What follows belongs to an exercise in optimizing a design on an open flow for small area and a short achievable clock period; a production flow would make more cautious choices. Function was checked by simulation only, so behaviour that the tests miss may differ from the original. Power is estimated from default activity; no workload was simulated.

===== design/flow/design.v =====
`timescale 1ns/1ps
`default_nettype none
module pkt_capture_top (
    input  wire         clk,
    input  wire         reset,
    input  wire  [31:0] i_base_addr,
    input  wire         i_rx_valid,
    input  wire         i_rx_first,
    input  wire         i_rx_last,
    input  wire  [2:0]  i_rx_last_bytes,
    input  wire  [31:0] i_rx_data,
    input  wire         i_ts_set,
    input  wire  [31:0] i_ts_sec,
    input  wire  [31:0] i_ts_nsec,
    output logic [31:0] o_av_address,
    output logic [31:0] o_av_writedata,
    output logic        o_av_write,
    output logic [2:0]  o_av_burstcount,
    input  wire         i_av_waitrequest,
    output logic [15:0] o_drop_count,
    output logic        o_record_done
);
    logic [31:0] ts_sec;
    logic [29:0] ts_nsec;
    logic        ts_wrap;    
    always_ff @(posedge clk) begin
        if (!reset) begin
            ts_sec  <= '0;
            ts_nsec <= '0;
            ts_wrap <= 1'b0;
        end else if (i_ts_set) begin
            ts_sec  <= i_ts_sec;
            ts_nsec <= i_ts_nsec[29:0];
            ts_wrap <= (i_ts_nsec[29:0] >= 30'd999_999_980);
        end else if (ts_wrap) begin
            ts_wrap <= 1'b0;     
            ts_sec  <= ts_sec + 1'b1;
            ts_nsec <= ts_nsec - 30'd999_999_980;
        end else begin
            ts_nsec <= ts_nsec + 30'd20;
            ts_wrap <= (ts_nsec >= 30'd999_999_960);
        end
    end
    logic [6:0]  fill;       
    logic [3:0]  dfill;      
    logic [7:0]  wa, wb;     
    logic [7:0]  rfa, rfb;   
    logic [7:0]  dwo;        
    logic [7:0]  dro;        
    logic        dpend;      
    logic        full;
    logic        dfull;
    logic        room_ok;
    logic        room_d;     
    logic        room_q;     
    logic        d_vis;
    assign full    = fill[6];
    assign dfull   = dfill[3];
    assign room_ok = room_d && room_q;
    assign d_vis   = (dfill != 4'd0) && !(dfill == 4'd1 && dpend);
    logic        keep_pkt;
    logic        in_pkt;     
    logic [3:0]  wc;         
    logic        keep_word;
    logic        push;
    logic        dpush;
    assign keep_word = i_rx_first ? room_ok : keep_pkt;
    assign push      = i_rx_valid && keep_word;
    assign dpush     = push && i_rx_last;
    always_ff @(posedge clk) begin
        if (!reset) begin
            keep_pkt     <= 1'b0;
            in_pkt       <= 1'b0;
            wc           <= '0;
            o_drop_count <= '0;
            wa           <= 8'd1;
            wb           <= 8'd1;
            dwo          <= 8'd1;
        end else if (i_rx_valid) begin
            wc     <= i_rx_first ? 4'd1 : wc + 1'b1;
            in_pkt <= keep_word && !i_rx_last;
            if (i_rx_first) begin
                keep_pkt <= room_ok;
                if (!room_ok) begin
                    o_drop_count <= o_drop_count + 1'b1;
                end
            end
            if (keep_word) begin
                wa <= {wa[6:0], wa[7]};
                if (wa[7]) begin
                    wb <= {wb[6:0], wb[7]};
                end
                if (i_rx_last) begin
                    dwo <= {dwo[6:0], dwo[7]};
                end
            end
        end
    end
    logic [31:0] mem   [64];
    logic [31:0] d_sec [8];
    logic [29:0] d_nsec[8];
    logic [3:0]  d_wc  [8];      
    logic [1:0]  d_lb  [8];      
    always_ff @(posedge clk) begin
        for (int i = 0; i < 64; i++) begin
            if (!full && wb[i / 8] && wa[i % 8]) begin
                mem[i] <= i_rx_data;
            end
        end
    end
    always_ff @(posedge clk) begin
        for (int i = 0; i < 8; i++) begin
            if (!dfull && dwo[i]) begin
                if (!in_pkt) begin
                    d_sec[i]  <= ts_sec;
                    d_nsec[i] <= ts_nsec;
                end
                d_wc[i] <= i_rx_first ? 4'd0 : wc;
                d_lb[i] <= i_rx_last_bytes[1:0];
            end
        end
    end
    logic        busy;       
    logic [29:0] nsec_q;
    logic [3:0]  wc_q;       
    logic [1:0]  lb_q;
    logic [6:0]  len;        
    logic [4:0]  rec_left;   
    logic [1:0]  blft;       
    logic [1:0]  hdr;
    logic        dphase;
    logic        acc;
    logic        pop;
    logic        dpop;
    logic [31:0] h_sec;
    logic [29:0] h_nsec;
    logic [3:0]  h_wc;
    logic [1:0]  h_lb;
    logic [2:0]  bc_next;
    logic [31:0] fetch;
    logic [31:0] nxt;        
    logic        load_data;  
    logic        refill;     
    logic [31:0] fetch_grp [8];
    assign acc  = busy && !i_av_waitrequest;
    assign pop  = acc && dphase;
    assign dpop = !busy && d_vis;
    assign load_data = acc && (dphase ? (rec_left != 5'd1) : (hdr == 2'd3));
    assign refill    = load_data && (rec_left != 5'd2);
    always_comb begin
        h_sec  = '0;
        h_nsec = '0;
        h_wc   = '0;
        h_lb   = '0;
        for (int i = 0; i < 8; i++) begin
            h_sec  = h_sec  | (d_sec[i]  & {32{dro[i]}});
            h_nsec = h_nsec | (d_nsec[i] & {30{dro[i]}});
            h_wc   = h_wc   | (d_wc[i]   & {4{dro[i]}});
            h_lb   = h_lb   | (d_lb[i]   & {2{dro[i]}});
        end
    end
    always_comb begin
        fetch = '0;
        for (int b = 0; b < 8; b++) begin
            fetch_grp[b] = '0;
            for (int a = 0; a < 8; a++) begin
                fetch_grp[b] = fetch_grp[b] | (mem[8*b+a] & {32{rfa[a]}});
            end
            fetch = fetch | (fetch_grp[b] & {32{rfb[b]}});
        end
    end
    logic [6:0] fill_inc, fill_dec;
    logic [3:0] dfill_inc, dfill_dec;
    assign fill_inc  = fill + 1'b1;
    assign fill_dec  = fill - 1'b1;
    assign dfill_inc = dfill + 1'b1;
    assign dfill_dec = dfill - 1'b1;
    assign len     = (lb_q == 2'd0) ? {5'(wc_q) + 5'd1, 2'b00} : {1'b0, wc_q, lb_q};
    assign bc_next = (rec_left > 5'd5) ? 3'd4 : 3'(rec_left - 5'd1);
    always_ff @(posedge clk) begin
        if (!reset) begin
            fill   <= '0;
            dfill  <= '0;
            dpend  <= 1'b0;
            room_d <= 1'b1;
            room_q <= 1'b1;
        end else begin
            case ({push, pop})
                2'b10: begin
                    fill   <= fill_inc;
                    room_d <= (fill <= 7'd47);
                end
                2'b01: begin
                    fill   <= fill_dec;
                    room_d <= (fill <= 7'd49);
                end
                default: begin
                    fill   <= fill;
                    room_d <= (fill <= 7'd48);
                end
            endcase
            case ({dpush, dpop})
                2'b10: begin
                    dfill  <= dfill_inc;
                    room_q <= (dfill <= 4'd6);
                end
                2'b01: begin
                    dfill  <= dfill_dec;
                    room_q <= 1'b1;
                end
                default: begin
                    dfill  <= dfill;
                    room_q <= (dfill <= 4'd7);
                end
            endcase
            dpend <= dpush;
        end
    end
    always_ff @(posedge clk) begin
        if (!reset) begin
            busy          <= 1'b0;
            o_av_write    <= 1'b0;
            o_record_done <= 1'b0;
            o_av_address  <= i_base_addr;
            dro           <= 8'd1;
            rfa           <= 8'd1;
            rfb           <= 8'd1;
        end else begin
            o_record_done <= 1'b0;
            if (dpop || refill) begin
                rfa <= {rfa[6:0], rfa[7]};
                if (rfa[7]) begin
                    rfb <= {rfb[6:0], rfb[7]};
                end
            end
            if (!busy) begin
                if (d_vis) begin
                    busy       <= 1'b1;
                    o_av_write <= 1'b1;
                    dro        <= {dro[6:0], dro[7]};
                end
            end else if (acc) begin
                if (blft == 2'd0) begin
                    o_av_address <= o_av_address + {27'b0, o_av_burstcount, 2'b00};
                    if (rec_left == 5'd1) begin
                        busy          <= 1'b0;
                        o_av_write    <= 1'b0;
                        o_record_done <= 1'b1;
                    end
                end
            end
        end
    end
    always_ff @(posedge clk) begin
        if (!busy || refill) begin
            nxt <= fetch;
        end
        if (!busy) begin
            o_av_writedata  <= h_sec;
            nsec_q          <= h_nsec;
            wc_q            <= h_wc;
            lb_q            <= h_lb;
            rec_left        <= 5'(h_wc) + 5'd5;
            blft            <= 2'd3;
            o_av_burstcount <= 3'd4;
            hdr             <= '0;
            dphase          <= 1'b0;
        end else if (acc) begin
            rec_left <= rec_left - 1'b1;
            blft     <= blft - 1'b1;
            if (!dphase) begin
                hdr <= hdr + 1'b1;
                if (hdr == 2'd3) begin
                    dphase <= 1'b1;
                end
            end
            if (!dphase && hdr == 2'd0) begin
                o_av_writedata <= {2'b00, nsec_q};
            end else if (!dphase && hdr != 2'd3) begin
                o_av_writedata <= {25'b0, len};
            end else begin
                o_av_writedata <= nxt;
            end
            if (blft == 2'd0) begin
                o_av_burstcount <= bc_next;
                blft            <= 2'(bc_next - 3'd1);
            end
        end
    end
endmodule
`default_nettype wire

===== design/flow/run.sh =====
#!/bin/bash
# synth_recipe.tcl (not shown) runs the flow's synth.tcl, then flattens the netlist and writes it again
# the make line also repeats each setting of config.mk as NAME=value (left out here)
make -C /OpenROAD-flow-scripts/flow DESIGN_CONFIG=/design/flow/config.mk WORK_HOME=/design/flow/orfs CLKGATE_MAP_FILE= SYNTH_SCRIPT=/design/flow/synth_recipe.tcl finish

===== design/flow/config.mk =====
export PLATFORM = sky130hd
export DESIGN_NAME = pkt_capture_top
export DESIGN_NICKNAME = pkt_capture_top
export VERILOG_FILES = /design/flow/design.v
export SDC_FILE = /design/flow/constraint.sdc
export NUM_CORES = 4
export LEC_CHECK = 0
export CAP_MARGIN = 20
export CORE_MARGIN = 2
export CORE_UTILIZATION = 40
export CTS_CLUSTER_DIAMETER = 90
export CTS_CLUSTER_SIZE = 25
export SETUP_SLACK_MARGIN = 4.4
export SLEW_MARGIN = 20
export TNS_END_PERCENT = 20

===== design/flow/constraint.sdc =====
create_clock -name core_clock -period 7.0 [get_ports {clk}]
set_input_delay 1.4000 -clock core_clock [delete_from_list [all_inputs] [get_ports {clk}]]
set_output_delay 1.4000 -clock core_clock [all_outputs]
set_load 0.01 [all_outputs]

==> reports/summary.txt, run 1 <==
OUTCOME
---------------------------------------------------------------------------------
Status ............................................................. complete, no violations

CELLS AND AREA
---------------------------------------------------------------------------------
Ratio of cells with drive above 1 in the final layout ..............        11.7%
Multi-input combinational cell area ................................   19700 um^2
Area taken by flip-flops and latches ...............................   85200 um^2
Non-filler cells, final ............................................         9898
Area Overhead vs Synth .............................................        11.3%
Area of all placed cells without fillers ...........................  118000 um^2
Filler Cells Inserted ..............................................        22600
NumNets Final ......................................................         6492

GLOBAL ROUTE
---------------------------------------------------------------------------------
Number of antenna violations at the first check in global routing ..           24
Number of global-route vias before repair ..........................        57700
Global-route wire length before repair .............................    428000 um
GR Overflow Total ..................................................            0
Overall global routing resource usage ..............................        21.7%
Maximum number of pins on one net before global-route repair .......          111

DIE
---------------------------------------------------------------------------------
X dimension of the die .............................................       519 um
Chip height ........................................................       519 um
Core box area ......................................................  263000 um^2
Starting density of the core .......................................        40.3%
Top-level port count ...............................................          223
Die Area ...........................................................  269000 um^2
Row Count ..........................................................          188

TIMING
---------------------------------------------------------------------------------
Post-Route Setup TNS ...............................................         0 ps
Final Setup Violations .............................................            0
Final Slew Violations ..............................................            0
Clock period minus worst slack .....................................      2910 ps
Max Clock Freq .....................................................    0.344 GHz
Transition at the pin with the smallest max-transition slack .......      1140 ps
Worst Slack Setup Final ............................................      4090 ps
Unrepaired setup endpoints after global routing ....................          yes
Worst slew margin ..................................................        23.8%
Number of hold violations in the final report ......................            0
Final clock skew ...................................................      49.4 ps
Period utilization .................................................        41.6%

WORST SETUP PATH
---------------------------------------------------------------------------------
Crit start category ................................................         flop
WP buf/inv .........................................................            1
Kind of end point of the critical path .............................   output pin
Cell with the largest stage delay on the worst path ................     edfxtp_1
Required time at the worst-slack endpoint ..........................      5600 ps
Startpoint-to-endpoint class of the critical path .................. flop to output pin
Data arrival, critical path ........................................      1510 ps
Largest driver fanout on the critical path .........................            1
Critical path cell sequence ........................................        buf_2
Cell class contributing the biggest share of worst-path delay ......   flip-flops
Maximum cell stage delay along the critical path ...................       490 ps

YOSYS
---------------------------------------------------------------------------------
Share of flip-flops with an asynchronous set or reset ..............           0%
Number of enable-type register cells in the synthesized netlist ....         2729
Mapped Cells .......................................................         6115
Seq/Total Area, Yosys ..............................................        80.3%
Number of synthesis warnings .......................................            7
Synthesized cell area ..............................................  106000 um^2
Syn_area_per_cell ..................................................    17.3 um^2
Post-synthesis register bit count ..................................         2887
Main synth FF type .................................................     edfxtp_1
Count of unique library cells instantiated by Yosys ................           63

POWER
---------------------------------------------------------------------------------
Power density over cell area .......................................  294 nW/um^2
Reported net switching power .......................................      9.41 mW
LEAKAGE ............................................................      35.9 nW
Clock power share ..................................................        26.3%
Tot Pwr ............................................................      34.6 mW
Switching fraction of total power ..................................        27.2%
Cell-internal power ................................................      25.2 mW
Max rail drop VDD ..................................................       283 uV
Comb power frac ....................................................        15.0%
Sequential cell fraction of total power ............................        58.7%

PLACED DESIGN
---------------------------------------------------------------------------------
Global placer's final weighted congestion ..........................        0.839
Post-Place Setup Slack .............................................      2460 ps
Placed instance count ..............................................         9588
Detailed Place HPWL ................................................    162000 um
Total of buffers placed on input and output ports ..................          219
Post-detailed-placement cell area ..................................  112000 um^2

MIN PATH
---------------------------------------------------------------------------------
Path class of the lowest-slack min-delay path ...................... flop to flop

CLOCKING
---------------------------------------------------------------------------------
Maximum level of the CTS H-tree ....................................            4
Clock slew seen by the registers of the worst setup and hold paths .       100 ps
CTS tree ...........................................................        built
Maximum count of clock buffers along a single path .................            3
Cts-stage hold buffer count ........................................            0
Insertion delay of the later-clocked pin in the worst-skew pair ....       860 ps
Root buf cell ......................................................    clkbuf_16
TritonCTS buffer count .............................................          137
Num Clock Sinks ....................................................         2887

DETAILED ROUTING
---------------------------------------------------------------------------------
Remaining routing DRC violations ...................................            0
Number of DRC violations after detailed-routing iteration 0 ........         8056
Via count ..........................................................        60700
Antenna-violating nets left ........................................            0
Final routed wire length divided by cell count .....................      31.2 um
First-pass iteration count of the detailed router ..................            6
Detailed-route wire length .........................................    309000 um
Routed vias/inst ...................................................         6.14

JOB
---------------------------------------------------------------------------------
MaxCap Viol Count ..................................................            0

## cell families (layout without fill, tap and decap cells)
| logic type | after synthesis | in the layout | synth area share, % |
|---|---|---|---|
| multiplexers | 38 | 38 | 0.363 |
| other | 0 | 5 | 0 |
| buffers and inverters | 434 | 696 | 1.55 |
| flip-flops | 2887 | 2887 | 80.3 |
| AO/OA/AOI/OAI | 1712 | 1712 | 11.9 |
| AND/OR/NAND/NOR | 892 | 893 | 4.49 |
| adder cells (fa/ha/maj) | 39 | 39 | 0.475 |
| XOR/XNOR | 113 | 113 | 0.934 |
## cell usage after synthesis, drive strengths merged, types with 55 or more instances
cell type	instances	area (um^2)
edfxtp	2729	81900
a22oi	1333	10000
clkbuf	353	1330
nand4	352	2200
nor2	208	781
dfxtp	158	3160
a21oi	142	714
nand2	106	398
and2	80	503
xor2	76	666
a221oi	69	604
nand3	55	280
## registers in the layout (all words and copies together), names as in the netlist, 3 cells and up
signal,flops
d_lb,16
d_nsec,240
d_sec,256
d_wc,32
dfill,4
dro,8
dwo,8
fill,7
mem,2048
nsec_q,30
nxt,32
o_av_address,32
o_av_burstcount,3
o_av_writedata,32
o_drop_count,16
rec_left,5
rfa,8
rfb,8
ts_nsec,30
ts_sec,32
wa,8
wb,8
wc,4
wc_q,4
## worst paths after layout
| path | startpoint | endpoint | slack, ps | depth (start not counted) |
|---|---|---|---|---|
| setup / recovery | o_av_writedata[26]$_DFFE_PP_ | o_av_writedata[26] | 4090 | 1 |
| hold / removal | rfb[5]$_SDFFE_PN0P_ | rfb[6]$_SDFFE_PN0P_ | 480 | 2 |
| setup reg to reg | rfa[3]$_SDFFE_PN0N_ | nxt[11]$_DFFE_PP_ | 4290 | 5 |
| hold reg to reg | rfb[5]$_SDFFE_PN0P_ | rfb[6]$_SDFFE_PN0P_ | 480 | 2 |
## cells in the final DEF, fill, tap and decap left out, types with 19 or more instances in the layout
cell type / count
a211oi_1: 19
a21oi_1: 138
a221oi_1: 65
a22o_1: 46
a22oi_1: 1286
a22oi_2: 47
a31oi_1: 27
and2_2: 64
buf_12: 19
buf_2: 33
buf_4: 207
buf_6: 47
clkbuf_1: 34
clkbuf_16: 148
clkbuf_2: 27
clkdlybuf4s50_1: 97
dfxtp_1: 106
dfxtp_2: 30
dfxtp_4: 22
edfxtp_1: 2729
ha_1: 33
inv_1: 28
mux2i_1: 35
nand2_1: 103
nand3_1: 54
nand4_1: 352
nor2_1: 205
nor2b_1: 28
o21ai_0: 34
xnor2_1: 37
xor2_1: 76
## per-layer routing
metal  up-vias  track usage (%)  part of all wire, %
met1     32000             31.4                   41
li1      25500                -                    -
met4        10             4.02                  1.5
met2      2967             35.2                   48
met5         -                0                0.021
met3       301             3.11                  8.7
## power groups by stage
| stage | combinational (mW) | clock (mW) | sequential (mW) |
|---|---|---|---|
| 2_1_floorplan | 2.70 | 0 | 20.4 |
| 3_3_place_gp | 4.74 | 0 | 20.8 |
| 3_5_place_dp | 4.79 | 0 | 20.8 |
| 4_1_cts | 4.83 | 9.21 | 20.4 |
| 5_1_grt | 5.50 | 9.76 | 20.4 |
| 6_report | 5.20 | 9.09 | 20.3 |
## metrics by stage
step | hold WS, ps | utilization (%)
after floorplan | 440 | -
after global placement | 449 | 42.7
final | 476 | 44.8
after detailed placement | 463 | 42.7
after global routing | 509 | 44.8
after CTS | 477 | 44.4
## repair_timing
item / in CTS / in global routing
cloned: 1 / 9
resized for setup: 382 / 160
buffers inserted: 50 / 42
pin swaps: 6 / 43
endpoints found under the setup margin: 258 / 559
## area by class of cell
type,count,share of cell area (%)
sequential,2887,72.3
multi-input combinational,2795,16.7
timing repair buffer,460,3.75
tap,3515,3.73
clock buffer,173,3.06
clock inverter,29,0.292
inverter,34,0.113
antenna,5,0.0106
==> run 2, diff against run 1 <==
--- a/design/flow/config.mk
+++ b/design/flow/config.mk
@@ -8,7 +8,8 @@
 export CAP_MARGIN = 20
 export CORE_MARGIN = 2
-export CORE_UTILIZATION = 40
+export CORE_UTILIZATION = 50
 export CTS_CLUSTER_DIAMETER = 90
 export CTS_CLUSTER_SIZE = 25
+export PLACE_DENSITY = 0.7
 export SETUP_SLACK_MARGIN = 4.4
 export SLEW_MARGIN = 20
==> run 2 against run 1 <==
  * Sequential cell count unchanged
  * Critical endpoint is now o_av_writedata[31]
  * Combinational power about the same
  * Final cell count down 7.2%
  * Still clean
==> reports/summary.txt, run 2 <==
OUTCOME
---------------------------------------------------------------------------------
Status ............................................................. complete, no violations   unchanged

GLOBAL ROUTE
---------------------------------------------------------------------------------
Global-route wire length before repair .............................    412000 um   was 428000 um
Met1 GRT Util ......................................................        36.2%   was 31.4%
Highest-utilization routing layer at the global route stage ........         met2   unchanged
GR Overflow Total ..................................................            0   unchanged
Number of global-route vias before repair ..........................        57900   was 57700
M3 GR Usage ........................................................        5.78%   was 3.11%
Maximum number of pins on one net before global-route repair .......          120   was 111
Number of antenna violations at the first check in global routing ..           13   was 24
Overall global routing resource usage ..............................        26.2%   was 21.7%
GRT met2 Usage .....................................................        42.4%   was 35.2%

CLOCKING
---------------------------------------------------------------------------------
Maximum count of clock buffers along a single path .................            3   unchanged
Cts-stage hold buffer count ........................................            0   unchanged
Clock slew seen by the registers of the worst setup and hold paths .       100 ps   about the same
CTS tree ...........................................................        built   unchanged
TritonCTS buffer count .............................................          138   was 137
Maximum level of the CTS H-tree ....................................            4   unchanged
Insertion delay of the later-clocked pin in the worst-skew pair ....       840 ps   was 860 ps
Num Clock Sinks ....................................................         2887   unchanged
Root buf cell ......................................................    clkbuf_16   unchanged

POWER
---------------------------------------------------------------------------------
Power density over cell area .......................................  295 nW/um^2   was 294 nW/um^2
LEAKAGE ............................................................      35.9 nW   about the same
Max rail drop VDD ..................................................       249 uV   was 283 uV

PLACED DESIGN
---------------------------------------------------------------------------------
Post-Place Setup Slack .............................................      2480 ps   was 2460 ps
Total of buffers placed on input and output ports ..................          219   unchanged
Detailed Place HPWL ................................................    157000 um   was 162000 um
Global placer's final weighted congestion ..........................        0.854   was 0.839

DIE
---------------------------------------------------------------------------------
Row Count ..........................................................          168   was 188
Top-level port count ...............................................          223   unchanged
X dimension of the die .............................................       464 um   was 519 um
Die Area ...........................................................  216000 um^2   was 269000 um^2
Chip height ........................................................       464 um   was 519 um
Starting density of the core .......................................        50.4%   was 40.3%
Core box area ......................................................  210000 um^2   was 263000 um^2

WORST SETUP PATH
---------------------------------------------------------------------------------
Startpoint-to-endpoint class of the critical path .................. flop to output pin   unchanged
Critical path cell sequence ........................................        buf_2   unchanged
Kind of end point of the critical path .............................   output pin   unchanged
Maximum cell stage delay along the critical path ...................       490 ps   about the same
Worst reg-to-reg path cell count ...................................            5   unchanged
Cell class contributing the biggest share of worst-path delay ......   flip-flops   unchanged
Crit start category ................................................         flop   unchanged
Required time at the worst-slack endpoint ..........................      5600 ps   about the same
WP buf/inv .........................................................            1   unchanged
Largest driver fanout on the critical path .........................            1   unchanged
Data arrival, critical path ........................................      1490 ps   was 1510 ps
CP Launch Point .................................................... o_av_writedata[31]$_DFFE_PP_   was o_av_writedata[26]$_DFFE_PP_
Crit Reg-Reg Endpoint .............................................. o_av_writedata[12]$_DFFE_PP_   was nxt[11]$_DFFE_PP_
Cell with the largest stage delay on the worst path ................     edfxtp_1   unchanged
Setup slack of the worst register-to-register path .................      4250 ps   was 4290 ps
Worst flop-to-flop path startpoint ................................. dphase$_SDFFE_PN0P_   was rfa[3]$_SDFFE_PN0N_

CELLS AND AREA
---------------------------------------------------------------------------------
Ratio of cells with drive above 1 in the final layout ..............        11.8%   was 11.7%
Max reg flops ......................................................         2048   unchanged
Multi-input combinational cell area ................................   19700 um^2   about the same
Commonest cells after routing, fill and taps aside ................. edfxtp_1 (2729), a22oi_1 (1295), nand4_1 (352)   was edfxtp_1 (2729), a22oi_1 (1286), nand4_1 (352)
Biggest registers after layout ..................................... mem: 2048 flops, d_sec: 256 flops, d_nsec: 240 flops   unchanged
Reg with most FFs ..................................................          mem   unchanged
Area taken by flip-flops and latches ...............................   85200 um^2   about the same
NumNets Final ......................................................         6500   was 6492
Most common library cell in the layout ignoring fill and taps ......     edfxtp_1   unchanged
Filler Cells Inserted ..............................................        15800   was 22600
Area Overhead vs Synth .............................................        10.5%   was 11.3%

DETAILED ROUTING
---------------------------------------------------------------------------------
Routed vias/inst ...................................................         6.72   was 6.14
Antenna-violating nets left ........................................            0   unchanged
Number of DRC violations after detailed-routing iteration 0 ........         9443   was 8056
First-pass iteration count of the detailed router ..................            6   unchanged
Remaining routing DRC violations ...................................            0   unchanged
Via count ..........................................................        61700   was 60700
Final routed wire length divided by cell count .....................      32.5 um   was 31.2 um
Detailed-route wire length .........................................    298000 um   was 309000 um

YOSYS
---------------------------------------------------------------------------------
Number of synthesis warnings .......................................            7   unchanged
Main synth FF type .................................................     edfxtp_1   unchanged
Count of unique library cells instantiated by Yosys ................           63   unchanged
Post-synthesis register bit count ..................................         2887   unchanged
Leading area contributor after synthesis ...........................     edfxtp_1   unchanged
Mapped Cells .......................................................         6115   unchanged
Syn_area_per_cell ..................................................    17.3 um^2   unchanged
Top cells by area in the synthesized netlist ....................... edfxtp_1 (77%), a22oi_1 (9.4%), dfxtp_1 (3.0%), nand4_1 (2.1%), clkbuf_1 (1.3%)   unchanged
Synth top cells by count ........................................... edfxtp_1 (2729), a22oi_1 (1333), clkbuf_1 (353)   unchanged
Seq/Total Area, Yosys ..............................................        80.3%   unchanged
Share of the synthesized area in the top cell type .................        77.3%   unchanged
Dominant cell by count in the synthesized netlist ..................     edfxtp_1   unchanged
Share of flip-flops with an asynchronous set or reset ..............           0%   unchanged
Number of enable-type register cells in the synthesized netlist ....         2729   unchanged
Synthesized cell area ..............................................  106000 um^2   unchanged

MIN PATH
---------------------------------------------------------------------------------
Hold wc startpoint ................................................. dwo[0]$_SDFFE_PN1P_   was rfb[5]$_SDFFE_PN0P_
Worst hold stages ..................................................            2   unchanged
End of the worst hold path ......................................... dwo[1]$_SDFFE_PN0P_   was rfb[6]$_SDFFE_PN0P_
Path class of the lowest-slack min-delay path ...................... flop to flop   unchanged

TIMING
---------------------------------------------------------------------------------
Final Setup Violations .............................................            0   unchanged
Post-Route Setup TNS ...............................................         0 ps   unchanged
Max Clock Freq .....................................................    0.346 GHz   was 0.344 GHz
Worst Slack Setup Final ............................................      4110 ps   was 4090 ps
Transition at the pin with the smallest max-transition slack .......      1160 ps   was 1140 ps
Clock period minus worst slack .....................................      2890 ps   was 2910 ps
Number of hold violations in the final report ......................            0   unchanged
Unrepaired setup endpoints after global routing ....................          yes   unchanged
Worst slew margin ..................................................        22.4%   was 23.8%
Final clock skew ...................................................      39.9 ps   was 49.4 ps
Period utilization .................................................        41.3%   was 41.6%
Final Slew Violations ..............................................            0   unchanged

JOB
---------------------------------------------------------------------------------
MaxCap Viol Count ..................................................            0   unchanged

[run 2: changes by cell type in the layout (fill, tap and decap cells not counted), moves of 7 or more]
cell,delta
buf_8,-8
a22oi_1,+9
dfxtp_2,+7
dfxtp_1,-7
buf_2,+16
a22oi_2,-9
[run 2: stage by stage]
stage,power [mW],cell area [um^2],hold WS (ps),utilization (%),cells
6_report,34.5,117000,492,55.7,9185
5_1_grt,35.5,117000,502,55.7,9184
4_1_cts,34.1,116000,492,55.0,9121
3_5_place_dp,25.4,111000,478,53.0,8876
3_3_place_gp,25.3,111000,467,53.0,8876
2_1_floorplan,23.1,106000,440,-,6115
[run 2: final cells by class]
| cell class | instances | share of cell area, % |
|---|---|---|
| Antenna cell | 1 | 0.00214 |
| Tap cell | 2805 | 3.00 |
| Clock buffer | 176 | 3.16 |
| Clock inverter | 20 | 0.228 |
| Inverter | 34 | 0.118 |
| Multi-Input combinational cell | 2795 | 16.9 |
| Sequential cell | 2887 | 72.8 |
| Timing Repair Buffer | 467 | 3.81 |
[run 2: timing repair]
action / CTS / global route
resized for setup: 377 / 151
hold endpoints to repair: 0 / 0
cloned: 1 / 9
endpoints found under the setup margin: 264 / 495
pin swaps: 3 / 34
buffers inserted: 48 / 49
[run 2: cell families after synthesis]
kind of cell | after synthesis | share of synthesized area, %
AO/OA/AOI/OAI | 1712 | 11.9
XOR/XNOR | 113 | 0.934
adder cells (fa/ha/maj) | 39 | 0.475
buffers and inverters | 434 | 1.55
flip-flops | 2887 | 80.3
multiplexers | 38 | 0.363
AND/OR/NAND/NOR | 892 | 4.49
[run 2: how the worst max path moves through the flow]
stage	end	slack (ps)	cells past startpoint
floorplan	fill[6]$_SDFFE_PN0N_	3660	14
global placement	dfill[3]$_SDFFE_PN0N_	2520	12
detailed placement	dfill[3]$_SDFFE_PN0N_	2480	12
CTS	o_av_writedata[31]	4070	1
global route	o_av_writedata[31]	4060	1
finish	o_av_writedata[31]	4110	1
[run 2: where the power goes]
| group | internal (mW) | total, mW | switching [mW] |
|---|---|---|---|
| combinational | 1.76 | 5.17 | 3.41 |
| clock | 3.81 | 9.03 | 5.23 |
| sequential | 19.7 | 20.3 | 0.576 |
| total | 25.3 | 34.5 | 9.21 |
[run 2: metal layers]
metal | vias up | part of all wire [%] | wire, um
met5 | - | 0.032 | 94
met1 | 31600 | 37 | 111000
met4 | 14 | 2.5 | 7540
li1 | 25500 | - | -
met3 | 461 | 12 | 36600
met2 | 4175 | 48 | 143000
==> run 3, diff against run 2 <==
==> design/flow/flow/run.sh (new file) <==
#!/bin/bash
set -euo pipefail
export BUFFER_PORTS_ARGS="-buffer_cell sky130_fd_sc_hd__buf_2"
export DONT_USE_CELLS="sky130_fd_sc_hd__clkdlybuf4s15_1 sky130_fd_sc_hd__clkdlybuf4s15_2 sky130_fd_sc_hd__clkdlybuf4s18_1 sky130_fd_sc_hd__clkdlybuf4s18_2 sky130_fd_sc_hd__clkdlybuf4s25_1 sky130_fd_sc_hd__clkdlybuf4s25_2 sky130_fd_sc_hd__clkdlybuf4s50_1 sky130_fd_sc_hd__clkdlybuf4s50_2 sky130_fd_sc_hd__dlygate4sd1_1 sky130_fd_sc_hd__dlygate4sd2_1 sky130_fd_sc_hd__dlygate4sd3_1 sky130_fd_sc_hd__dlymetal6s2s_1 sky130_fd_sc_hd__dlymetal6s4s_1 sky130_fd_sc_hd__dlymetal6s6s_1"
bash standard.sh > standard.log 2>&1
==> design/flow/standard.sh (new file) <==
#!/bin/bash
# synth_recipe.tcl (not shown) runs the flow's synth.tcl, then flattens the netlist and writes it again
# the make line also repeats each setting of config.mk as NAME=value (left out here)
make -C /OpenROAD-flow-scripts/flow DESIGN_CONFIG=/design/flow/config.mk WORK_HOME=/design/flow/orfs CLKGATE_MAP_FILE= SYNTH_SCRIPT=/design/flow/synth_recipe.tcl "${@:-finish}"
--- a/design/flow/config.mk
+++ b/design/flow/config.mk
@@ -8,8 +8,7 @@
 export CAP_MARGIN = 20
 export CORE_MARGIN = 2
-export CORE_UTILIZATION = 50
+export CORE_UTILIZATION = 40
 export CTS_CLUSTER_DIAMETER = 90
 export CTS_CLUSTER_SIZE = 25
-export PLACE_DENSITY = 0.7
 export SETUP_SLACK_MARGIN = 4.4
 export SLEW_MARGIN = 20
removed: design/flow/run.sh
==> run 3 against run 2 <==
  * Die area rose by 25%
  * Core utilization down 11 points
  * Sequential share of layout area fell by 0.092 points
  * Largest cell class unchanged
  * Still clean on timing, DRC and antenna
  * Clock-buffer cell count shrank 3
  * Sequential power barely moved
==> reports/summary.txt, run 3 <==
CELLS AND AREA
---------------------------------------------------------------------------------
Commonest cells after routing, fill and taps aside ................. edfxtp_1 (2729), a22oi_1 (1310), nand4_1 (352)   was edfxtp_1 (2729), a22oi_1 (1295), nand4_1 (352)
Area taken by flip-flops and latches ...............................   85200 um^2   about the same
NumNets Final ......................................................         6488   was 6500
Area Overhead vs Synth .............................................        10.6%   was 10.5%
Ratio of cells with drive above 1 in the final layout ..............        12.8%   was 11.8%
Reg with most FFs ..................................................          mem   unchanged
Max reg flops ......................................................         2048   unchanged
Multi-input combinational cell area ................................   19600 um^2   was 19700 um^2
End-of-flow core utilization .......................................        44.6%   was 55.7%
Biggest registers after layout ..................................... mem: 2048 flops, d_sec: 256 flops, d_nsec: 240 flops   unchanged
Filler Cells Inserted ..............................................        22600   was 15800
Most common library cell in the layout ignoring fill and taps ......     edfxtp_1   unchanged
Area of all placed cells without fillers ...........................  117000 um^2   about the same

CLOCKING
---------------------------------------------------------------------------------
Root buf cell ......................................................    clkbuf_16   unchanged
CTS tree ...........................................................        built   unchanged
Num Clock Sinks ....................................................         2887   unchanged
TritonCTS buffer count .............................................          139   was 138
Insertion delay of the later-clocked pin in the worst-skew pair ....       850 ps   was 840 ps
Clock slew seen by the registers of the worst setup and hold paths .       100 ps   about the same
Maximum count of clock buffers along a single path .................            3   unchanged
Maximum level of the CTS H-tree ....................................            4   unchanged

TIMING
---------------------------------------------------------------------------------
Worst Slack Setup Final ............................................      4070 ps   was 4110 ps
Unrepaired setup endpoints after global routing ....................          yes   unchanged
Final Setup Violations .............................................            0   unchanged
Post-Route Setup TNS ...............................................         0 ps   unchanged
Max Clock Freq .....................................................    0.342 GHz   was 0.346 GHz
Worst slew margin ..................................................        24.5%   was 22.4%
Period utilization .................................................        41.8%   was 41.3%
Hold slack .........................................................       474 ps   was 492 ps
Clock period minus worst slack .....................................      2930 ps   was 2890 ps
Transition at the pin with the smallest max-transition slack .......      1130 ps   was 1160 ps
Number of hold violations in the final report ......................            0   unchanged
Final clock skew ...................................................      41.5 ps   was 39.9 ps
Final Slew Violations ..............................................            0   unchanged

DETAILED ROUTING
---------------------------------------------------------------------------------
Routed vias/inst ...................................................         6.15   was 6.72
Via count ..........................................................        60800   was 61700
First-pass iteration count of the detailed router ..................            6   unchanged
Number of DRC violations after detailed-routing iteration 0 ........         7929   was 9443
Final routed wire length divided by cell count .....................      31.3 um   was 32.5 um
Detailed-route wire length .........................................    310000 um   was 298000 um
Antenna-violating nets left ........................................            0   unchanged
Remaining routing DRC violations ...................................            0   unchanged

YOSYS
---------------------------------------------------------------------------------
Leading area contributor after synthesis ...........................     edfxtp_1   unchanged
Top cells by area in the synthesized netlist ....................... edfxtp_1 (77%), a22oi_1 (9.4%), dfxtp_1 (3.0%), nand4_1 (2.1%), clkbuf_1 (1.3%)   unchanged
Mapped Cells .......................................................         6115   unchanged
Post-synthesis register bit count ..................................         2887   unchanged
Share of flip-flops with an asynchronous set or reset ..............           0%   unchanged
Seq/Total Area, Yosys ..............................................        80.3%   unchanged
Count of unique library cells instantiated by Yosys ................           63   unchanged
Share of the synthesized area in the top cell type .................        77.3%   unchanged
Number of enable-type register cells in the synthesized netlist ....         2729   unchanged
Synthesized cell area ..............................................  106000 um^2   unchanged
Main synth FF type .................................................     edfxtp_1   unchanged
Synth top cells by count ........................................... edfxtp_1 (2729), a22oi_1 (1333), clkbuf_1 (353)   unchanged
Number of synthesis warnings .......................................            7   unchanged
Syn_area_per_cell ..................................................    17.3 um^2   unchanged
Dominant cell by count in the synthesized netlist ..................     edfxtp_1   unchanged

WORST SETUP PATH
---------------------------------------------------------------------------------
Cell class contributing the biggest share of worst-path delay ......   flip-flops   unchanged
WP buf/inv .........................................................            1   unchanged
Setup slack of the worst register-to-register path .................      4220 ps   was 4250 ps
Critical path cell sequence ........................................        buf_2   unchanged
Data arrival, critical path ........................................      1530 ps   was 1490 ps
Largest driver fanout on the critical path .........................            1   unchanged
Cell with the largest stage delay on the worst path ................     edfxtp_1   unchanged
Kind of end point of the critical path .............................   output pin   unchanged
Maximum cell stage delay along the critical path ...................       510 ps   was 490 ps
Worst reg-to-reg path cell count ...................................            7   was 5
Startpoint-to-endpoint class of the critical path .................. flop to output pin   unchanged
Cell count along the critical path .................................            1   unchanged
Required time at the worst-slack endpoint ..........................      5600 ps   about the same
Crit start category ................................................         flop   unchanged

MIN PATH
---------------------------------------------------------------------------------
Worst hold stages ..................................................            2   unchanged
Path class of the lowest-slack min-delay path ...................... flop to flop   unchanged

GLOBAL ROUTE
---------------------------------------------------------------------------------
Global-route wire length before repair .............................    432000 um   was 412000 um
Overall global routing resource usage ..............................        22.1%   was 26.2%
Number of global-route vias before repair ..........................        58500   was 57900
Maximum number of pins on one net before global-route repair .......           90   was 120
Number of antenna violations at the first check in global routing ..           16   was 13
GR Overflow Total ..................................................            0   unchanged

DIE
---------------------------------------------------------------------------------
X dimension of the die .............................................       519 um   was 464 um
Row Count ..........................................................          188   was 168
Top-level port count ...............................................          223   unchanged
Core box area ......................................................  263000 um^2   was 210000 um^2
Starting density of the core .......................................        40.3%   was 50.4%
Chip height ........................................................       519 um   was 464 um
Die Area ...........................................................  269000 um^2   was 216000 um^2

PLACED DESIGN
---------------------------------------------------------------------------------
Post-Place Setup Slack .............................................      2860 ps   was 2480 ps
Post-detailed-placement cell area ..................................  111000 um^2   about the same
Global placer's final weighted congestion ..........................        0.835   was 0.854
Total of buffers placed on input and output ports ..................          219   unchanged
Detailed Place HPWL ................................................    161000 um   was 157000 um

OUTCOME
---------------------------------------------------------------------------------
Status ............................................................. complete, no violations   unchanged

POWER
---------------------------------------------------------------------------------
LEAKAGE ............................................................      35.8 nW   was 35.9 nW
Max rail drop VDD ..................................................       289 uV   was 249 uV
Power density over cell area .......................................  297 nW/um^2   was 295 nW/um^2

JOB
---------------------------------------------------------------------------------
MaxCap Viol Count ..................................................            0   unchanged

## run 3: cell count changes in the layout (fill, tap and decap cells not counted), sizes merged, moves of 2 or more
| cell | previous run | this run |
|---|---|---|
| diode | 1 | 6 |
| buf | 338 | 448 |
| clkinvlp | 0 | 2 |
| bufbuf | 0 | 4 |
| inv | 39 | 47 |
| clkdlybuf4s50 | 96 | 0 |
| bufinv | 0 | 2 |
| clkbuf | 207 | 174 |
## run 3: what timing repair did
action	in CTS	in global routing
hold buffers	0	0
pin swaps	12	7
gates cloned	5	1
setup endpoints to repair	467	569
setup buffers	47	40
resized for setup	98	65
## run 3: kinds of logic after synthesis
group	after synthesis	synth area share [%]
fa+ha+maj	39	0.475
simple gates	892	4.49
xor+xnor	113	0.934
mux	38	0.363
buf+inv	434	1.55
compound gates	1712	11.9
flops	2887	80.3
## run 3: worst paths after layout
| check | startpoint | end |
|---|---|---|
| max | o_av_writedata[16]$_DFFE_PP_ | o_av_writedata[16] |
| min reg2reg | rfb[4]$_SDFFE_PN0P_ | rfb[4]$_SDFFE_PN0P_ |
| min | rfb[4]$_SDFFE_PN0P_ | rfb[4]$_SDFFE_PN0P_ |
| max reg2reg | hdr[0]$_SDFFE_PN0P_ | o_av_writedata[9]$_DFFE_PP_ |
## run 3: layout make-up
class / instances / share of cell area, %
Sequential cell: 2887 / 72.7
Antenna cell: 6 / 0.0128
Tap cell: 3515 / 3.75
Clock buffer: 173 / 3.11
Inverter: 34 / 0.115
Clock inverter: 32 / 0.372
Multi-Input combinational cell: 2796 / 16.8
Timing Repair Buffer: 453 / 3.14
## run 3: per-stage QoR
stage	std cells	power [mW]
4_1_cts	9845	34.7
2_1_floorplan	6115	23.1
5_1_grt	9891	35.8
3_3_place_gp	9588	25.4
3_5_place_dp	9588	25.5
6_report	9896	34.8
## run 3: per-layer routing
layer / routed length (um) / GRT usage [%] / vias up
li1: - / - / 25500
met1: 126000 / 30.6 / 31900
met2: 146000 / 35.6 / 3018
met3: 30400 / 5.14 / 388
met4: 6450 / 4.53 / 4
met5: 27 / 0 / -
## run 3: power breakdown
group	leakage [nW]	switching, mW	internal, mW
Clock	1.97	5.38	3.88
Combinational	7.56	3.43	1.68
Sequential	26.3	0.651	19.7
==> run 4, diff against run 3 <==
--- a/design/flow/design.v
+++ b/design/flow/design.v
@@ -122,4 +122,8 @@
     end
     logic        busy;       
+    logic [31:0] addr, addr_new;
+    logic [31:0] wd, wd_new;
+    logic [2:0]  bcnt, bcnt_new;
+    logic        wd_ld, bcnt_ld, addr_ld;
     logic [29:0] nsec_q;
     logic [3:0]  wc_q;       
@@ -222,5 +226,4 @@
             o_av_write    <= 1'b0;
             o_record_done <= 1'b0;
-            o_av_address  <= i_base_addr;
             dro           <= 8'd1;
             rfa           <= 8'd1;
@@ -242,5 +245,4 @@
             end else if (acc) begin
                 if (blft == 2'd0) begin
-                    o_av_address <= o_av_address + {27'b0, o_av_burstcount, 2'b00};
                     if (rec_left == 5'd1) begin
                         busy          <= 1'b0;
@@ -252,4 +254,28 @@
         end
     end
+    always_comb begin
+        wd_ld    = !busy || acc;
+        bcnt_ld  = !busy || (acc && blft == 2'd0);
+        addr_ld  = !reset || (busy && acc && blft == 2'd0);
+        bcnt_new = busy ? bc_next : 3'd4;
+        addr_new = reset ? addr + {27'b0, bcnt, 2'b00} : i_base_addr;
+        if (!busy) begin
+            wd_new = h_sec;
+        end else if (!dphase && hdr == 2'd0) begin
+            wd_new = {2'b00, nsec_q};
+        end else if (!dphase && hdr != 2'd3) begin
+            wd_new = {25'b0, len};
+        end else begin
+            wd_new = nxt;
+        end
+    end
+    always_ff @(posedge clk) begin
+        wd              <= wd_ld   ? wd_new   : o_av_writedata;
+        bcnt            <= bcnt_ld ? bcnt_new : o_av_burstcount;
+        addr            <= addr_ld ? addr_new : o_av_address;
+        o_av_writedata  <= wd_ld   ? wd_new   : wd;
+        o_av_burstcount <= bcnt_ld ? bcnt_new : bcnt;
+        o_av_address    <= addr_ld ? addr_new : addr;
+    end
     always_ff @(posedge clk) begin
         if (!busy || refill) begin
@@ -257,5 +283,4 @@
         end
         if (!busy) begin
-            o_av_writedata  <= h_sec;
             nsec_q          <= h_nsec;
             wc_q            <= h_wc;
@@ -263,6 +288,5 @@
             rec_left        <= 5'(h_wc) + 5'd5;
             blft            <= 2'd3;
-            o_av_burstcount <= 3'd4;
-            hdr             <= '0;
+ hdr             <= '0;
             dphase          <= 1'b0;
         end else if (acc) begin
@@ -275,14 +299,6 @@
                 end
             end
-            if (!dphase && hdr == 2'd0) begin
-                o_av_writedata <= {2'b00, nsec_q};
-            end else if (!dphase && hdr != 2'd3) begin
-                o_av_writedata <= {25'b0, len};
-            end else begin
-                o_av_writedata <= nxt;
-            end
             if (blft == 2'd0) begin
-                o_av_burstcount <= bc_next;
-                blft            <= 2'(bc_next - 3'd1);
+                blft <= 2'(bc_next - 3'd1);
             end
         end
==> design/flow/run.sh (new file) <==
#!/bin/bash
# synth_recipe.tcl (not shown) runs the flow's synth.tcl, then flattens the netlist and writes it again
# the make line also repeats each setting of config.mk as NAME=value (left out here)
make -C /OpenROAD-flow-scripts/flow DESIGN_CONFIG=/design/flow/config.mk WORK_HOME=/design/flow/orfs CLKGATE_MAP_FILE= SYNTH_SCRIPT=/design/flow/synth_recipe.tcl finish
removed: design/flow/flow/run.sh
removed: design/flow/standard.sh
==> run 4 against run 3 <==
  * Via count rose by 5.7%
  * Fmax grew 4.9%
  * Worst hold slack lost 64 ps
  * Register-to-register slack improved by 30 ps
  * Largest power group unchanged
  * Core utilization increased by 0.40 points
  * Final area increased by 3.9%
  * Final cell count increased by 4.7%
  * Sequential power increased by 2%
  * Die area grew 2.7%
  * Critical endpoint is now o_av_burstcount[0]
==> reports/summary.txt, run 4 <==
OUTCOME
---------------------------------------------------------------------------------
Status ............................................................. complete, no violations   unchanged

TIMING
---------------------------------------------------------------------------------
Final clock skew ...................................................      70.1 ps   was 41.5 ps
Worst slew margin ..................................................        24.0%   was 24.5%
Clock period minus worst slack .....................................      2790 ps   was 2930 ps
Transition at the pin with the smallest max-transition slack .......      1140 ps   was 1130 ps
Worst Slack Setup Final ............................................      4210 ps   was 4070 ps
Max Clock Freq .....................................................    0.358 GHz   was 0.342 GHz
Final Slew Violations ..............................................            0   unchanged
Period utilization .................................................        39.9%   was 41.8%
Post-Route Setup TNS ...............................................         0 ps   unchanged
Final Setup Violations .............................................            0   unchanged
Unrepaired setup endpoints after global routing ....................          yes   unchanged
Number of hold violations in the final report ......................            0   unchanged

DETAILED ROUTING
---------------------------------------------------------------------------------
Number of DRC violations after detailed-routing iteration 0 ........         8916   was 7929
Via count ..........................................................        64300   was 60800
Final routed wire length divided by cell count .....................      31.4 um   was 31.3 um
Antenna-violating nets left ........................................            0   unchanged
Remaining routing DRC violations ...................................            0   unchanged
Detailed-route wire length .........................................    326000 um   was 310000 um
Routed vias/inst ...................................................         6.21   was 6.15
First-pass iteration count of the detailed router ..................            6   unchanged

CELLS AND AREA
---------------------------------------------------------------------------------
Reg with most FFs ..................................................          mem   unchanged
Ratio of cells with drive above 1 in the final layout ..............        12.5%   was 12.8%
Max reg flops ......................................................         2048   unchanged
NumNets Final ......................................................         6889   was 6488
Biggest registers after layout ..................................... mem: 2048 flops, d_sec: 256 flops, d_nsec: 240 flops   unchanged
Most common library cell in the layout ignoring fill and taps ......     edfxtp_1   unchanged
Area Overhead vs Synth .............................................        11.8%   was 10.6%
End-of-flow core utilization .......................................        45.0%   was 44.6%
Commonest cells after routing, fill and taps aside ................. edfxtp_1 (2665), a22oi_1 (1361), nand4_1 (361)   was edfxtp_1 (2729), a22oi_1 (1310), nand4_1 (352)
Non-filler cells, final ............................................        10400   was 9896

PLACED DESIGN
---------------------------------------------------------------------------------
Global placer's final weighted congestion ..........................        0.816   was 0.835
Post-Place Setup Slack .............................................      2300 ps   was 2860 ps
Placed instance count ..............................................        10000   was 9588
Total of buffers placed on input and output ports ..................          219   unchanged
Detailed Place HPWL ................................................    170000 um   was 161000 um

YOSYS
---------------------------------------------------------------------------------
Post-synthesis register bit count ..................................         2954   was 2887
Syn_area_per_cell ..................................................    16.7 um^2   was 17.3 um^2
Mapped Cells .......................................................         6538   was 6115
Share of flip-flops with an asynchronous set or reset ..............           0%   unchanged
Synthesized cell area ..............................................  109000 um^2   was 106000 um^2
Leading area contributor after synthesis ...........................     edfxtp_1   unchanged
Share of the synthesized area in the top cell type .................        73.5%   was 77.3%
Number of enable-type register cells in the synthesized netlist ....         2665   was 2729
Main synth FF type .................................................     edfxtp_1   unchanged
Seq/Total Area, Yosys ..............................................        78.8%   was 80.3%
Synth top cells by count ........................................... edfxtp_1 (2665), a22oi_1 (1425), clkbuf_1 (376)   was edfxtp_1 (2729), a22oi_1 (1333), clkbuf_1 (353)
Dominant cell by count in the synthesized netlist ..................     edfxtp_1   unchanged
Number of synthesis warnings .......................................            7   unchanged
Top cells by area in the synthesized netlist ....................... edfxtp_1 (74%), a22oi_1 (9.8%), dfxtp_1 (5.3%), nand4_1 (2.1%), clkbuf_1 (1.3%)   was edfxtp_1 (77%), a22oi_1 (9.4%), dfxtp_1 (3.0%), nand4_1 (2.1%), clkbuf_1 (1.3%)
Count of unique library cells instantiated by Yosys ................           84   was 63

WORST SETUP PATH
---------------------------------------------------------------------------------
Cell with the largest stage delay on the worst path ................      dfxtp_4   was edfxtp_1
Crit start category ................................................         flop   unchanged
Startpoint-to-endpoint class of the critical path .................. flop to output pin   unchanged
Cell class contributing the biggest share of worst-path delay ......   flip-flops   unchanged
Critical path cell sequence ........................................        buf_6   was buf_2
Data arrival, critical path ........................................      1390 ps   was 1530 ps
WP buf/inv .........................................................            1   unchanged
Largest driver fanout on the critical path .........................            2   was 1
Kind of end point of the critical path .............................   output pin   unchanged
Maximum cell stage delay along the critical path ...................       410 ps   was 510 ps
Required time at the worst-slack endpoint ..........................      5600 ps   about the same

GLOBAL ROUTE
---------------------------------------------------------------------------------
Maximum number of pins on one net before global-route repair .......           92   was 90
GR Overflow Total ..................................................            0   unchanged
Overall global routing resource usage ..............................        22.2%   was 22.1%
Number of antenna violations at the first check in global routing ..           20   was 16
Number of global-route vias before repair ..........................        61100   was 58500
Global-route wire length before repair .............................    448000 um   was 432000 um

DIE
---------------------------------------------------------------------------------
Core box area ......................................................  271000 um^2   was 263000 um^2
Chip height ........................................................       526 um   was 519 um
Row Count ..........................................................          191   was 188
Starting density of the core .......................................        40.2%   was 40.3%
X dimension of the die .............................................       526 um   was 519 um
Top-level port count ...............................................          223   unchanged
Die Area ...........................................................  276000 um^2   was 269000 um^2

POWER
---------------------------------------------------------------------------------
LEAKAGE ............................................................      37.4 nW   was 35.8 nW
Power density over cell area .......................................  297 nW/um^2   about the same
Tot Pwr ............................................................      36.2 mW   was 34.8 mW
Max rail drop VDD ..................................................       216 uV   was 289 uV

CLOCKING
---------------------------------------------------------------------------------
CTS tree ...........................................................        built   unchanged
Insertion delay of the later-clocked pin in the worst-skew pair ....       860 ps   was 850 ps
Maximum level of the CTS H-tree ....................................            4   unchanged
Maximum count of clock buffers along a single path .................            3   unchanged
TritonCTS buffer count .............................................          142   was 139
Num Clock Sinks ....................................................         2954   was 2887
Clock slew seen by the registers of the worst setup and hold paths .       100 ps   about the same
Root buf cell ......................................................    clkbuf_16   unchanged

JOB
---------------------------------------------------------------------------------
MaxCap Viol Count ..................................................            0   unchanged

MIN PATH
---------------------------------------------------------------------------------
Path class of the lowest-slack min-delay path ...................... flop to flop   unchanged

-- run 4: area by class of cell --
type                       count  area [um^2]
antenna                       12         30.0
tap                         3570         4470
clock buffer                 180         3740
timing repair buffer         464         4950
fill                       23300       149000
clock inverter                31          477
sequential                  2954        86000
multi-input combinational   3110        21900
inverter                      40          153
-- run 4: repair_timing --
item,in CTS,in global routing
gates cloned,3,13
pin swaps,14,47
setup buffers,33,52
resized for setup,601,135
setup endpoints to repair,561,556
hold buffers,0,0
-- run 4: layer usage --
layer  global-route usage (%)  up-vias  part of all wire (%)
met2                     36.1     3334                    47
met1                     31.5    33500                    41
met5                        0        -                 0.063
met4                     4.98        8                   2.3
li1                         -    27000                     -
met3                     3.26      373                   9.5
-- run 4: metrics by stage --
step                      hold WS, ps  cell area, um^2
after global routing              446           122000
after detailed placement          408           115000
after global placement            407           115000
after floorplan                   399           109000
final                             410           122000
after CTS                         409           120000
-- run 4: logic make-up after synthesis --
family / synth area share, %
xor+xnor: 0.805
fa+ha+maj: 0.462
mux: 0.263
flops: 78.8
simple gates: 5.28
compound gates: 12.7
buf+inv: 1.67
-- run 4: report_power, final --
| group | leakage [nW] | switching, mW | total, mW | internal, mW |
|---|---|---|---|---|
| Clock | 2.02 | 5.55 | 9.49 | 3.94 |
| Combinational | 8.67 | 3.73 | 5.83 | 2.10 |
| Sequential | 26.8 | 0.718 | 20.8 | 20.1 |
-- run 4: worst paths after layout --
kind	from	cells past startpoint	slack (ps)	end
setup / recovery	o_av_burstcount[0]$_DFF_P_	1	4210	o_av_burstcount[0]
setup reg to reg	rfa[1]$_SDFFE_PN0N_	7	4250	nxt[18]$_DFFE_PP_
hold / removal	wd[19]$_DFF_P_	1	410	o_av_writedata[19]$_DFF_P_
hold reg to reg	wd[19]$_DFF_P_	1	410	o_av_writedata[19]$_DFF_P_
==> run 5, diff against run 4 <==
--- a/design/flow/design.v
+++ b/design/flow/design.v
@@ -122,5 +122,5 @@
     end
     logic        busy;       
-    logic [31:0] addr, addr_new;
+    logic [31:2] addr, addr_new, addr_q;
     logic [31:0] wd, wd_new;
     logic [2:0]  bcnt, bcnt_new;
@@ -259,5 +259,5 @@
         addr_ld  = !reset || (busy && acc && blft == 2'd0);
         bcnt_new = busy ? bc_next : 3'd4;
-        addr_new = reset ? addr + {27'b0, bcnt, 2'b00} : i_base_addr;
+        addr_new = reset ? addr + 30'(bcnt) : i_base_addr[31:2];
         if (!busy) begin
             wd_new = h_sec;
@@ -273,9 +273,10 @@
         wd              <= wd_ld   ? wd_new   : o_av_writedata;
         bcnt            <= bcnt_ld ? bcnt_new : o_av_burstcount;
-        addr            <= addr_ld ? addr_new : o_av_address;
+        addr            <= addr_ld ? addr_new : addr_q;
         o_av_writedata  <= wd_ld   ? wd_new   : wd;
         o_av_burstcount <= bcnt_ld ? bcnt_new : bcnt;
-        o_av_address    <= addr_ld ? addr_new : addr;
+        addr_q          <= addr_ld ? addr_new : addr;
     end
+    assign o_av_address = {addr_q, 2'b00};
     always_ff @(posedge clk) begin
         if (!busy || refill) begin
@@ -288,5 +289,5 @@
             rec_left        <= 5'(h_wc) + 5'd5;
             blft            <= 2'd3;
- hdr             <= '0;
+            hdr             <= '0;
             dphase          <= 1'b0;
         end else if (acc) begin
--- a/design/flow/config.mk
+++ b/design/flow/config.mk
@@ -8,7 +8,8 @@
 export CAP_MARGIN = 20
 export CORE_MARGIN = 2
-export CORE_UTILIZATION = 40
+export CORE_UTILIZATION = 50
 export CTS_CLUSTER_DIAMETER = 90
 export CTS_CLUSTER_SIZE = 25
+export PLACE_DENSITY = 0.7
 export SETUP_SLACK_MARGIN = 4.4
 export SLEW_MARGIN = 20
==> run 5 against run 4 <==
  * Area after synthesis is 0.69% lower
  * First-iteration DRC count is 1.2% lower
  * Sequential share of layout area rose by 1.3 points
  * Synthesized cell count shrank 1.6%
  * Global-route usage increased by 3.6 points
  * Clock skew is 30 ps lower
  * Total power shrank 2.5%
  * Clock power decreased by 3.7%
  * Register-to-register slack better by 40 ps
  * Largest cell class unchanged
==> reports/summary.txt, run 5 <==
CLOCKING
---------------------------------------------------------------------------------
Clock slew seen by the registers of the worst setup and hold paths .       100 ps   about the same
Maximum count of clock buffers along a single path .................            3   unchanged
CTS tree ...........................................................        built   unchanged
Maximum level of the CTS H-tree ....................................            4   unchanged
Insertion delay of the later-clocked pin in the worst-skew pair ....       840 ps   was 860 ps
Root buf cell ......................................................    clkbuf_16   unchanged
Cts-stage hold buffer count ........................................            0   unchanged
TritonCTS buffer count .............................................          139   was 142
Num Clock Sinks ....................................................         2950   was 2954

JOB
---------------------------------------------------------------------------------
MaxCap Viol Count ..................................................            0   unchanged

GLOBAL ROUTE
---------------------------------------------------------------------------------
Overall global routing resource usage ..............................        25.8%   was 22.2%
Number of antenna violations at the first check in global routing ..           21   was 20
Maximum number of pins on one net before global-route repair .......          107   was 92
Global-route wire length before repair .............................    414000 um   was 448000 um
GR Overflow Total ..................................................            0   unchanged
Number of global-route vias before repair ..........................        60400   was 61100

WORST SETUP PATH
---------------------------------------------------------------------------------
WP buf/inv .........................................................            1   unchanged
Setup slack of the worst register-to-register path .................      4290 ps   was 4250 ps
Cell class contributing the biggest share of worst-path delay ......   flip-flops   unchanged
Startpoint-to-endpoint class of the critical path .................. flop to output pin   unchanged
Critical path cell sequence ........................................        buf_6   unchanged
Kind of end point of the critical path .............................   output pin   unchanged
Crit start category ................................................         flop   unchanged
Data arrival, critical path ........................................      1380 ps   was 1390 ps
Worst reg-to-reg path cell count ...................................            5   was 7
Largest driver fanout on the critical path .........................            2   unchanged
Maximum cell stage delay along the critical path ...................       420 ps   was 410 ps
Crit Reg-Reg Endpoint .............................................. o_av_writedata[14]$_DFF_P_   was nxt[18]$_DFFE_PP_
Worst flop-to-flop path startpoint ................................. dro[1]$_SDFFE_PN0P_   was rfa[1]$_SDFFE_PN0N_
Cell with the largest stage delay on the worst path ................      dfxtp_4   unchanged
Required time at the worst-slack endpoint ..........................      5600 ps   about the same

YOSYS
---------------------------------------------------------------------------------
Synth top cells by count ........................................... edfxtp_1 (2665), a22oi_1 (1425), clkbuf_1 (353), nand4_1 (353), dfxtp_1 (285)   was edfxtp_1 (2665), a22oi_1 (1425), clkbuf_1 (376)
Post-synthesis register bit count ..................................         2950   was 2954
Share of the synthesized area in the top cell type .................        74.0%   was 73.5%
Leading area contributor after synthesis ...........................     edfxtp_1   unchanged
Dominant cell by count in the synthesized netlist ..................     edfxtp_1   unchanged
Main synth FF type .................................................     edfxtp_1   unchanged
Top cells by area in the synthesized netlist ....................... edfxtp_1 (74%), a22oi_1 (9.9%), dfxtp_1 (5.3%), nand4_1 (2.0%), clkbuf_1 (1.2%)   was edfxtp_1 (74%), a22oi_1 (9.8%), dfxtp_1 (5.3%), nand4_1 (2.1%), clkbuf_1 (1.3%)
Synthesized cell area ..............................................  108000 um^2   was 109000 um^2
Number of enable-type register cells in the synthesized netlist ....         2665   unchanged
Seq/Total Area, Yosys ..............................................        79.3%   was 78.8%
Mapped Cells .......................................................         6435   was 6538
Syn_area_per_cell ..................................................    16.8 um^2   was 16.7 um^2
Share of flip-flops with an asynchronous set or reset ..............           0%   unchanged
Count of unique library cells instantiated by Yosys ................           77   was 84
Number of synthesis warnings .......................................            7   unchanged

DETAILED ROUTING
---------------------------------------------------------------------------------
Number of DRC violations after detailed-routing iteration 0 ........         8809   was 8916
Detailed-route wire length .........................................    296000 um   was 326000 um
Routed vias/inst ...................................................         6.66   was 6.21
Remaining routing DRC violations ...................................            0   unchanged
Final routed wire length divided by cell count .....................      31.2 um   was 31.4 um
First-pass iteration count of the detailed router ..................            8   was 6
Antenna-violating nets left ........................................            0   unchanged
Via count ..........................................................        63300   was 64300

CELLS AND AREA
---------------------------------------------------------------------------------
Most common library cell in the layout ignoring fill and taps ......     edfxtp_1   unchanged
Max reg flops ......................................................         2048   unchanged
Multi-input combinational cell area ................................   21200 um^2   was 21900 um^2
Commonest cells after routing, fill and taps aside ................. edfxtp_1 (2665), a22oi_1 (1372), nand4_1 (353)   was edfxtp_1 (2665), a22oi_1 (1361), nand4_1 (361)
Filler Cells Inserted ..............................................        16200   was 23300
Area Overhead vs Synth .............................................        10.4%   was 11.8%
Biggest registers after layout ..................................... mem: 2048 flops, d_sec: 256 flops, d_nsec: 240 flops   unchanged
Area taken by flip-flops and latches ...............................   86000 um^2   about the same
Area of all placed cells without fillers ...........................  119000 um^2   was 122000 um^2
Ratio of cells with drive above 1 in the final layout ..............        12.1%   was 12.5%
NumNets Final ......................................................         6778   was 6889
Reg with most FFs ..................................................          mem   unchanged

PLACED DESIGN
---------------------------------------------------------------------------------
Global placer's final weighted congestion ..........................        0.833   was 0.816
Post-detailed-placement cell area ..................................  113000 um^2   was 115000 um^2
Detailed Place HPWL ................................................    155000 um   was 170000 um
Total of buffers placed on input and output ports ..................          215   was 219

POWER
---------------------------------------------------------------------------------
Switching fraction of total power ..................................        26.8%   was 27.6%
Cell-internal power ................................................      25.8 mW   was 26.2 mW
LEAKAGE ............................................................      37.1 nW   was 37.4 nW
Max rail drop VDD ..................................................       320 uV   was 216 uV
Clock power share ..................................................        25.9%   was 26.3%
Power density over cell area .......................................  295 nW/um^2   was 297 nW/um^2
Comb power frac ....................................................        15.2%   was 16.1%
Sequential cell fraction of total power ............................        58.9%   was 57.6%
Reported net switching power .......................................      9.45 mW   was 10.0 mW

DIE
---------------------------------------------------------------------------------
Starting density of the core .......................................        50.3%   was 40.2%
Row Count ..........................................................          170   was 191
X dimension of the die .............................................       469 um   was 526 um
Top-level port count ...............................................          223   unchanged
Chip height ........................................................       469 um   was 526 um
Core box area ......................................................  215000 um^2   was 271000 um^2
Die Area ...........................................................  220000 um^2   was 276000 um^2

TIMING
---------------------------------------------------------------------------------
Transition at the pin with the smallest max-transition slack .......      1160 ps   was 1140 ps
Period utilization .................................................        39.7%   was 39.9%
Final Setup Violations .............................................            0   unchanged
Final Slew Violations ..............................................            0   unchanged
Number of hold violations in the final report ......................            0   unchanged
Clock period minus worst slack .....................................      2780 ps   was 2790 ps
Unrepaired setup endpoints after global routing ....................          yes   unchanged
Final clock skew ...................................................      39.7 ps   was 70.1 ps
Max Clock Freq .....................................................    0.360 GHz   was 0.358 GHz
Post-Route Setup TNS ...............................................         0 ps   unchanged
Worst slew margin ..................................................        23.0%   was 24.0%

MIN PATH
---------------------------------------------------------------------------------
Path class of the lowest-slack min-delay path ...................... flop to flop   unchanged
Hold wc startpoint ................................................. wd[7]$_DFF_P_   was wd[19]$_DFF_P_
End of the worst hold path ......................................... o_av_writedata[7]$_DFF_P_   was o_av_writedata[19]$_DFF_P_
Worst hold stages ..................................................            2   was 1

OUTCOME
---------------------------------------------------------------------------------
Status ............................................................. complete, no violations   unchanged

==> run 5: repair_timing <==
item | 4_1_cts | 5_1_grt
pin swaps | 7 | 35
buffers inserted | 30 | 46
endpoints found under the setup margin | 332 | 519
cloned | 1 | 9
gates resized for setup | 536 | 152
==> run 5: cells by family (layout without fill, tap and decap cells) <==
logic type                 after synthesis  in the layout  synth area share (%)
AOI/OAI and AO/OA                     1852           1852                  12.4
xor gates and xnor gates               130            130                  1.05
adders and majority gates               39             39                 0.465
buffers and inverters                  451            679                  1.59
DFF                                   2950           2950                  79.3
muxes                                   37             37                 0.346
other                                    1              9               0.00347
and+or+nand+nor                        975            975                  4.82
==> run 5: worst max-delay path by stage <==
| stage | start | endpoint | slack (ps) | depth (start not counted) |
|---|---|---|---|---|
| after floorplan | i_rx_first | fill[6]$_SDFFE_PN0N_ | 3660 | 14 |
| after global placement | i_av_waitrequest | fill[6]$_SDFFE_PN0N_ | 2330 | 13 |
| after detailed placement | i_av_waitrequest | fill[6]$_SDFFE_PN0N_ | 2290 | 13 |
| after CTS | o_av_burstcount[2]$_DFF_P_ | o_av_burstcount[2] | 4170 | 1 |
| after global routing | o_av_burstcount[2]$_DFF_P_ | o_av_burstcount[2] | 4170 | 1 |
| final | o_av_burstcount[2]$_DFF_P_ | o_av_burstcount[2] | 4220 | 1 |
==> run 5: power groups by stage <==
stage | sequential (mW) | clock, mW | combinational [mW]
final | 20.8 | 9.14 | 5.35
after global routing | 20.8 | 9.79 | 5.65
after CTS | 20.8 | 9.19 | 4.90
after detailed placement | 21.2 | 0 | 4.75
after global placement | 21.1 | 0 | 4.64
after floorplan | 20.7 | 0 | 2.77
==> run 5: layout make-up <==
class | instances | share of cell area, %
antenna | 7 | 0.0147
clock buffer | 180 | 3.10
clock inverter | 24 | 0.260
inverter | 38 | 0.128
multi-input combinational | 3035 | 17.8
sequential | 2950 | 72.0
tap | 2838 | 2.97
timing repair buffer | 437 | 3.77
==> run 5: metal layers <==
metal / GRT usage, % / up-vias / wire (um)
met2: 42.4 / 4025 / 141000
met3: 4.59 / 492 / 34000
met5: 0 / - / 94
li1: - / 26400 / -
met4: 7.26 / 14 / 8910
met1: 35.4 / 32300 / 112000
==> run 5: per-stage QoR <==
| stage | power (mW) | utilization [%] | worst slack, ps | std cells | hold WS (ps) |
|---|---|---|---|---|---|
| 4_1_cts | 34.9 | 54.9 | 4170 | 9442 | 421 |
| 2_1_floorplan | 23.5 | - | 3660 | 6436 | 399 |
| 6_report | 35.3 | 55.6 | 4220 | 9509 | 424 |
| 3_3_place_gp | 25.8 | 52.8 | 2330 | 9207 | 407 |
| 5_1_grt | 36.3 | 55.6 | 4170 | 9504 | 434 |
| 3_5_place_dp | 25.9 | 52.8 | 2290 | 9207 | 411 |

==> static timing again, ports no longer ideal <==
The results above use ideal ports. As a check the final layouts listed here were re-extracted and re-timed, cells and wires unchanged. Step 1 (the two cells are an assumption about what drives the block):
set clk [get_ports {clk}]
set_driving_cell -lib_cell sky130_fd_sc_hd__clkbuf_16 $clk
set_driving_cell -lib_cell sky130_fd_sc_hd__buf_2 [delete_from_list [all_inputs] $clk]
Step 2 times the ports against the registers' clock, not the clock port: input delays grow and output delays shrink by t, the midpoint of the rising clock arrivals with the driver on. a / b / c = no drivers / after step 1 / after step 2; a / b = the first two.
run	t (ns)	setup WS [ns]	worst data-port slew with drivers (ns)	cell pins on the clock port's net
run 1	0.923	4.089 / 4.000 / 3.333	0.19	1
run 2	0.901	4.107 / 4.024 / 3.369	0.18	1
run 3	0.921	4.073 / 3.984 / 3.360	0.19	1
run 4	0.922	4.209 / 4.113 / 3.459	0.19	1
run 5	0.918	4.219 / 4.127 / 3.509	0.20	1
After both steps setup and hold are still met in every run listed. For run 1, which loses most, drivers alone change the setup slack by -0.089 ns; drivers and shift together by -0.756 ns.
